Context: an optimization exercise on an open-source flow, tuned for small area, a short achievable clock period and few clock cycles. The choices shown serve that exercise and are no tape-out recipe.
In this exercise RTL edits were held to simulation tests only and were not proved equivalent to the original.
Power figures rest on the tool's default switching activity, not on a simulated workload.

==> inputs of v18 <==
==> flow/design.v (excerpt) <==
module centered_pixel_doubler (
  input  wire logic        clk,
  input  wire logic        rst_n,
  input  wire logic        in_push,
  output logic             in_full,
  input  wire logic [48:0] in_word,
  output logic             out_empty,
  input  wire logic        out_pop,
  output logic [56:0]      out_word,
  input  wire logic        cfg_we,
  input  wire logic [0:0]  cfg_index,
  input  wire logic [12:0] cfg_wdata
);
  logic [12:0] w_r, h_r;
  logic [12:0] wd_sat;
  assign wd_sat = (cfg_wdata[12] && (cfg_wdata[11:0] != 12'd0)) ? 13'd4096 : cfg_wdata;
  always_ff @(posedge clk) begin
    if (!rst_n) begin
      w_r <= 13'd512;
      h_r <= 13'd480;
    end else if (cfg_we) begin
      if (cfg_index == 1'b0) w_r <= wd_sat;
      else                   h_r <= wd_sat;
    end
  end
  logic        s_c;
  logic        s_r;           
  logic        w_lo;          
  logic        h_lo;          
  logic        neg_c;         
  logic [11:0] hh, ww;
  logic [11:0] b_c;           
  logic [12:0] kx_c;          
  logic        kci_c;         
  logic [13:0] w3_r;          
  always_comb begin
    hh    = h_r[12:1];
    ww    = w_r[12:1];
    s_c   = (w_r[12:9] != 4'd0) && ((h_r[12:9] != 4'd0) || (h_r[8:5] == 4'b1111));
    w_lo  = (w_r[12:8] == 5'd0);
    h_lo  = (h_r[12:8] == 5'd0) && (h_r[7:4] != 4'b1111);
    neg_c = !s_c && h_lo && (h_r[7:0] != 8'd239);
    if (s_c)        b_c = hh - 12'd240;
    else if (neg_c) b_c = hh + 12'd8 + {11'd0, h_r[0]};
    else            b_c = hh - 12'd120 + {11'd0, h_r[0] && h_lo};
    if (s_c)        kx_c = {1'b0, ww} - 13'd256;
    else if (neg_c) kx_c = {1'b0, ww};
  ...
Settings: LEC_CHECK=0, ABC_CLOCK_PERIOD_IN_PS=2400, CAP_MARGIN=20, CORE_MARGIN=2, CORE_UTILIZATION=40, SETUP_SLACK_MARGIN=3.6, SLEW_MARGIN=20; clock period 6.0 ns.
run.sh (not shown) runs the stock make flow with config.mk's settings and CLKGATE_MAP_FILE= SYNTH_SCRIPT=/design/flow/synth_recipe.tcl, a recipe that flattens the netlist after the stock synthesis.
==> inputs of v3, as changes to v18 <==
==> flow/design.v (replaced) <==
`timescale 1ns / 1ps
`default_nettype none
module centered_pixel_doubler (
  input  wire logic        clk,
  input  wire logic        rst_n,
  input  wire logic        in_push,
  output logic             in_full,
  input  wire logic [48:0] in_word,
  output logic             out_empty,
  input  wire logic        out_pop,
  output logic [56:0]      out_word,
  input  wire logic        cfg_we,
  input  wire logic [0:0]  cfg_index,
  input  wire logic [12:0] cfg_wdata
);
  logic [12:0] w_r, h_r;
  logic [12:0] wd_sat;
  assign wd_sat = (cfg_wdata[12] && (cfg_wdata[11:0] != 12'd0)) ? 13'd4096 : cfg_wdata;
  always_ff @(posedge clk) begin
    if (!rst_n) begin
      w_r <= 13'd512;
      h_r <= 13'd480;
    end else if (cfg_we) begin
      if (cfg_index == 1'b0) w_r <= wd_sat;
      else                   h_r <= wd_sat;
    end
  end
  logic        s_c;
  logic        s_r;           
  logic        w_lo;          
  logic        h_lo;          
  logic        neg_c;         
  logic [11:0] hh, ww;
  logic [11:0] b_c;           
  logic [12:0] kx_c;          
  logic        kci_c;         
  logic [13:0] wm_r;          
  logic [14:0] wm3_r;         
  logic [13:0] w3_c;
  logic        kc0_c;         
  always_comb begin
    hh    = h_r[12:1];
    kci_c = !s_c && (w_r[12:8] == 5'd0) && w_r[0];
    ww    = w_r[12:1];
    s_c   = (w_r[12:9] != 4'd0) && ((h_r[12:9] != 4'd0) || (h_r[8:5] == 4'b1111));
    w_lo  = (w_r[12:8] == 5'd0);
    h_lo  = (h_r[12:8] == 5'd0) && (h_r[7:4] != 4'b1111);
    neg_c = !s_c && h_lo && (h_r[7:0] != 8'd239);
    if (s_c)        b_c = 12'((hh - 12'd240) >> 1);
    else if (neg_c) b_c = hh + 12'd8 + {11'd0, h_r[0]};
    else            b_c = hh - 12'd120 + {11'd0, h_r[0] && h_lo};
    if (s_c)        kx_c = {1'b0, ww} - 13'd256;
    else if (neg_c) kx_c = {1'b0, ww} + {12'd0, kci_c};
    else            kx_c = {1'b0, ww} - 13'd128 + {12'd0, kci_c};
    kc0_c = s_c && h_r[1];
    w3_c  = {1'b0, w_r} + {w_r, 1'b0};
  end
  logic [8:0]  rb0_r;    
  logic [8:0]  q1_r;     
  logic [7:0]  cl_r;     
  logic [8:0]  hh9;
  logic [6:0]  u;
  logic        hbig;
  always_comb begin
    hh9  = hh[8:0];
    u    = 7'(hh9 - 9'd240);
    hbig = (hh[11:9] != 3'd0) || (hh9 >= 9'd282);
  end
  always_ff @(posedge clk) begin
    s_r  <= s_c;
    wm_r  <= s_c ? {w_r, 1'b0} : {1'b0, w_r};
    wm3_r <= s_c ? {w3_c, 1'b0} : {1'b0, w3_c};
    if (s_r) begin
      if (hbig) begin
        rb0_r <= 9'd261;
        q1_r  <= 9'd261;
      end else begin
        rb0_r <= 9'd240 + ((u == 7'd0) ? 9'd0 : 9'((u + 7'd1 + {6'd0, h_r[0]}) >> 1));
        q1_r  <= 9'd240 + 9'((u + {6'd0, h_r[0]}) >> 1);
      end
    end else begin
      if (hbig || hh9 >= 9'd141) rb0_r <= 9'd261;
      else if (!h_lo)            rb0_r <= hh9 + 9'd120 + {8'd0, h_r[0]};
      else                       rb0_r <= h_r[8:0];
      q1_r <= h_lo ? 9'(9'd120 - hh9 - {8'd0, h_r[0]}) : 9'd0;
    end
    cl_r <= (!s_r && w_lo) ? 8'(9'd128 - {1'b0, ww[7:0]} - {8'd0, w_r[0]}) : 8'd0;
  end
  localparam logic [2:0] KS_LOAD = 3'd0, KS_INIT = 3'd1, KS_RUN = 3'd2, KS_STORE = 3'd3,
                         KS_IDLE = 3'd4;
  logic        busy_r;       
  logic [2:0]  ks_r;
  logic [2:0]  ahi_r;        
  logic        first_r;      
  logic        neg_r;
  logic [23:0] k_reg_r;
  logic        in_full_r;    
  logic        acc_ok_r;     
  logic        p_valid_r;    
  logic [3:0]  p_rh_r;       
  logic [31:0] p_col_r;
  logic        p_r1_r;       
  logic [1:0]  j_r;          
  logic [2:0]  da_r, db_r;   
  logic [2:0]  dc_r, dd_r;   
  logic        kc0_r;
  logic [23:0] acc_s_r, acc_c_r;
  logic        o_valid_r, o_empty_r, o_lastq_r, o_r1_r;
  logic [1:0]  o_ph_r;
  logic        o_dw_r, o_dm_r;   
  logic        o_nlast_r;    
  logic        o_last_r;
  logic [23:0] o_idx_r;
  logic [31:0] o_col_r;
  logic [7:0]  in_c;
  logic [8:0]  in_r;
  logic        row0_ok, row1_ok, col_ok, nonempty;
  assign in_c = in_word[48:41];
  assign in_r = in_word[40:32];
  always_comb begin
    row1_ok  = (in_r < q1_r);
    row0_ok  = (in_r < rb0_r) && (s_r || !row1_ok);
    col_ok   = s_r || ((!w_lo || (in_c < w_r[7:0])) && !(in_c < cl_r));
    nonempty = row0_ok && col_ok;
  end
  logic [14:0] m1, m2, m3;
  logic [23:0] row_a, row_b, t_s, t_c, n_s, n_c;
  logic [23:0] init_c;
  logic [3:0]  init_d, next_d;
  logic        k_init, p_init;
  function automatic logic [14:0] pick(input logic [2:0] d, input logic [14:0] a,
                                       input logic [14:0] b, input logic [14:0] c);
    pick = ({15{d[0]}} & a) | ({15{d[1]}} & b) | ({15{d[2]}} & c);
  endfunction
  function automatic logic [2:0] onehot(input logic [1:0] d);
    onehot = {d == 2'd3, d == 2'd2, d == 2'd1};
  endfunction
  always_comb begin
    m1 = {1'b0, wm_r};
    m2 = {wm_r, 1'b0};
    m3 = wm3_r;
    row_a = {9'd0, pick(da_r, m1, m2, m3)} | {5'd0, pick(dc_r, m1, m2, m3), 4'd0};
    row_b = {7'd0, pick(db_r, m1, m2, m3), 2'd0} | {3'd0, pick(dd_r, m1, m2, m3), 6'd0};
    t_s = acc_s_r ^ acc_c_r ^ row_a;
    t_c = {((acc_s_r[22:0] & acc_c_r[22:0]) | (acc_s_r[22:0] & row_a[22:0]) |
            (acc_c_r[22:0] & row_a[22:0])), 1'b0};
    n_s = t_s ^ t_c ^ row_b;
    n_c = {((t_s[22:0] & t_c[22:0]) | (t_s[22:0] & row_b[22:0]) |
            (t_c[22:0] & row_b[22:0])), 1'b0};
    if (busy_r) begin
      if (!first_r)    init_c = {2'b0, m1[13:0], 8'd0};
      else if (neg_r)  init_c = {4'hF, ~w_r, 7'd0};
      else if (kc0_r)  init_c = {11'd0, w_r};
      else             init_c = 24'd0;
      init_d = first_r ? b_c[3:0] : 4'd0;
      next_d = first_r ? b_c[7:4] : 4'd0;
    end else begin
      init_c = (in_r[8] ? {2'b0, m1[13:0], 8'd0} : 24'd0) |
               (s_r ? {15'd0, in_c, 1'b0} : {16'd0, in_c});
      init_d = in_r[3:0];
      next_d = p_rh_r;
    end
    k_init = busy_r && (ks_r == KS_INIT);
    p_init = acc_ok_r;
  end
  logic        pop, o_free, p2o, o_adv, kstore;
  logic [23:0] delta, adv, cpa;
  logic        kdone;
  assign o_last_r = !o_nlast_r;
  always_comb begin
    pop    = out_pop && o_valid_r;
    o_free = !o_valid_r || (out_pop && o_last_r);
    p2o    = p_valid_r && (j_r == 2'd3) && o_free;
    o_adv  = pop && !o_last_r;
    delta = o_dm_r ? 24'hFFFFFF : (o_dw_r ? {11'd0, w_r} : 24'd1);
    cpa      = acc_s_r + acc_c_r;
    adv      = o_idx_r + delta;
    kstore   = busy_r && (ks_r == KS_RUN) && (j_r == 2'd3);
    kdone    = busy_r && (ks_r == KS_STORE);
  end
  logic p_valid_nxt, busy_nxt;
  always_comb begin
    if (acc_ok_r)   p_valid_nxt = in_push && nonempty;
    else            p_valid_nxt = p_valid_r && !p2o;
    busy_nxt = cfg_we || (busy_r && !(kdone && ahi_r == 3'd0));
  end
  always_ff @(posedge clk) begin
    if (!rst_n) begin
      busy_r    <= 1'b1;
      ks_r      <= KS_LOAD;
      in_full_r <= 1'b1;
      acc_ok_r  <= 1'b0;
      p_valid_r <= 1'b0;
      o_valid_r <= 1'b0;
      o_empty_r <= 1'b1;
      o_nlast_r <= 1'b0;
      o_lastq_r <= 1'b1;
    end else begin
      busy_r    <= busy_nxt;
      in_full_r <= busy_nxt || p_valid_nxt;
      acc_ok_r  <= !(busy_nxt || p_valid_nxt);
      p_valid_r <= p_valid_nxt;
      if (cfg_we)                 ks_r <= KS_LOAD;
      else if (ks_r == KS_LOAD)   ks_r <= KS_INIT;
      else if (ks_r == KS_INIT)   ks_r <= KS_RUN;
      else if (kstore)            ks_r <= KS_STORE;
      else if (kdone)             ks_r <= (ahi_r == 3'd0) ? KS_IDLE : KS_INIT;
      if (p2o) begin
        o_valid_r <= 1'b1;
        o_empty_r <= 1'b0;
        o_nlast_r <= s_r;
        o_lastq_r <= !s_r;
      end else if (o_adv) begin
        o_nlast_r <= (o_ph_r == 2'd0) ? o_r1_r : (o_ph_r != 2'd2);
        o_lastq_r <= (o_ph_r == 2'd0) ? !o_r1_r : (o_ph_r == 2'd2);
      end else if (pop) begin
        o_valid_r <= 1'b0;
        o_empty_r <= 1'b1;
      end
    end
  end
  always_ff @(posedge clk) begin
    if (p_init) begin
      p_rh_r  <= in_r[7:4];
      p_col_r <= in_word[31:0];
      p_r1_r  <= row1_ok;
    end
    if (p_init || k_init) begin
      acc_s_r <= k_reg_r;
      acc_c_r <= init_c;
      da_r    <= onehot(init_d[1:0]);
      db_r    <= onehot(init_d[3:2]);
      dc_r    <= 3'd0;
      dd_r    <= 3'd0;
      j_r     <= 2'd1;
    end else if (j_r == 2'd1 || j_r == 2'd2) begin
      acc_s_r <= n_s;
      acc_c_r <= n_c;
      da_r    <= 3'd0;
      db_r    <= 3'd0;
      dc_r    <= onehot(next_d[1:0]);
      dd_r    <= onehot(next_d[3:2]);
      j_r     <= j_r + 2'd1;
    end
    if (busy_r && ks_r == KS_LOAD) begin
      k_reg_r <= {{11{kx_c[12]}}, kx_c};
      kc0_r   <= kc0_c;
      neg_r   <= neg_c;
      ahi_r   <= b_c[10:8];
      first_r <= 1'b1;
    end else if (kdone) begin
      k_reg_r <= o_idx_r;
      ahi_r   <= ahi_r - 3'd1;
      first_r <= 1'b0;
    end
    if (p2o || o_adv || kstore) o_idx_r <= o_last_r ? cpa : adv;
    if (p2o) begin
      o_col_r <= p_col_r;
      o_ph_r  <= 2'd0;
      o_dw_r  <= 1'b0;
      o_dm_r  <= 1'b0;
      o_r1_r  <= p_r1_r;
    end else if (o_adv) begin
      o_ph_r  <= o_ph_r + 2'd1;
      o_dw_r  <= (o_ph_r == 2'd0);
      o_dm_r  <= (o_ph_r == 2'd1);
    end
  end
  assign in_full   = in_full_r;
  assign out_empty = o_empty_r;
  assign out_word  = {o_idx_r, o_col_r, o_lastq_r};
endmodule
`default_nettype wire
==> flow/config.mk (replaced) <==
export PLATFORM = sky130hd
export DESIGN_NAME = centered_pixel_doubler
export DESIGN_NICKNAME = centered_pixel_doubler
export VERILOG_FILES = /design/flow/design.v
export SDC_FILE = /design/flow/constraint.sdc
export NUM_CORES = 4
export LEC_CHECK = 0
export ABC_CLOCK_PERIOD_IN_PS = 2200
export CAP_MARGIN = 20
export CORE_MARGIN = 2
export CORE_UTILIZATION = 40
export SETUP_SLACK_MARGIN = 3.2
export SLEW_MARGIN = 20
==> inputs of v8, as changes to v18 <==
==> flow/config.mk (replaced) <==
export PLATFORM = sky130hd
export DESIGN_NAME = centered_pixel_doubler
export DESIGN_NICKNAME = centered_pixel_doubler
export VERILOG_FILES = /design/flow/design.v
export SDC_FILE = /design/flow/constraint.sdc
export NUM_CORES = 4
export LEC_CHECK = 0
export CAP_MARGIN = 20
export CORE_MARGIN = 2
export CORE_UTILIZATION = 40
export SLEW_MARGIN = 20
==> notes.md <==
metric	v3	v8	v18
Met3 WL post-DR	3.317 mm	3.370 mm	4.384 mm
Status	complete, no violations	complete, no violations	complete, no violations
Synthesized cell area	17950 um^2	16390 um^2	16390 um^2
R2R cell count	17	10	14
Part of the power in registers	0.364	0.337	0.267
Floorplan die height	215.9 um	206.4 um	206.4 um
CTS-repair resized insts	113	0	550
Peak per-stage delay on the critical path	360 ps	870 ps	600 ps
Internal power	5.400 mW	5.044 mW	6.202 mW
Antenna violations before repair	0	0	1
Proportion of synthesized area in mux cells	0.01944	0.04908	0.04908
Synth-to-layout area growth	25.06%	16.19%	39.02%
Inverters excl. clock	107	130	132
Met1 capacity usage during global routing	0.3188	0.3226	0.3463
Logic pwr share	0.400	0.456	0.538
Placer's final routability congestion estimate	0.9694	0.9176	0.9255
Number of instances in the placed design	2512	2302	2300
Number of clock buffers in the layout	49	42	38
Sequential fraction of total cell area	0.3331	0.3602	0.3049
Post-Layout Inst Area	22450 um^2	19040 um^2	22790 um^2
Number of standard cells in the final layout excluding fillers	2657	2359	2565
Buffering overhead	0.09172	0.07266	0.1352
Share of final layout cell area taken by clock buffers and inverters	0.04859	0.04895	0.04871
Area share of the leading cell type in the synthesized netlist	0.2960	0.3206	0.3206
Power density normalized to cell area	383.6 nW/um^2	444.6 nW/um^2	456.5 nW/um^2
Die area	46590 um^2	42610 um^2	42610 um^2
Testbench counts of v18, summed over its fixed seeds: cycles 21,185.
Testbench counts of v3, summed over its fixed seeds: cycles 21,193.
Testbench counts of v8, summed over its fixed seeds: cycles 21,185.

what the ideal ports hide:
No port has a modelled driver above. Below, the same layouts with a new extraction and two added sets of constraints. Step 1 (the two cells are an assumption about what drives the block):
set clk [get_ports {clk}]
set_driving_cell -lib_cell sky130_fd_sc_hd__clkbuf_16 $clk
set_driving_cell -lib_cell sky130_fd_sc_hd__buf_2 [delete_from_list [all_inputs] $clk]
Step 2 also shifts input and output timing later by t, the mid clock arrival at the registers, as if the neighbouring blocks saw the same clock. a / b / c = no drivers / after step 1 / after step 2; a / b = the first two.
| run | shift t [ns] | slack for setup (ns) | hold slack, ns | worst setup path after step 2 | worst register clock-pin slew, ns |
|---|---|---|---|---|---|
| v18 | 0.641 | 2.904 / 2.904 / 2.904 | 0.416 / 0.416 / 0.416 | register to register | 0.08 / 0.08 |
| v3 | 0.577 | 3.083 / 3.083 / 2.709 | 0.416 / 0.416 / 0.416 | input to register | 0.06 / 0.06 |
| v8 | 0.637 | 1.931 / 1.931 / 1.931 | 0.414 / 0.414 / 0.414 | register to register | 0.06 / 0.06 |
After both steps setup and hold are still met in every run listed. For v3, which loses most, drivers alone change the setup slack by 0.000 ns; drivers and shift together by -0.374 ns.
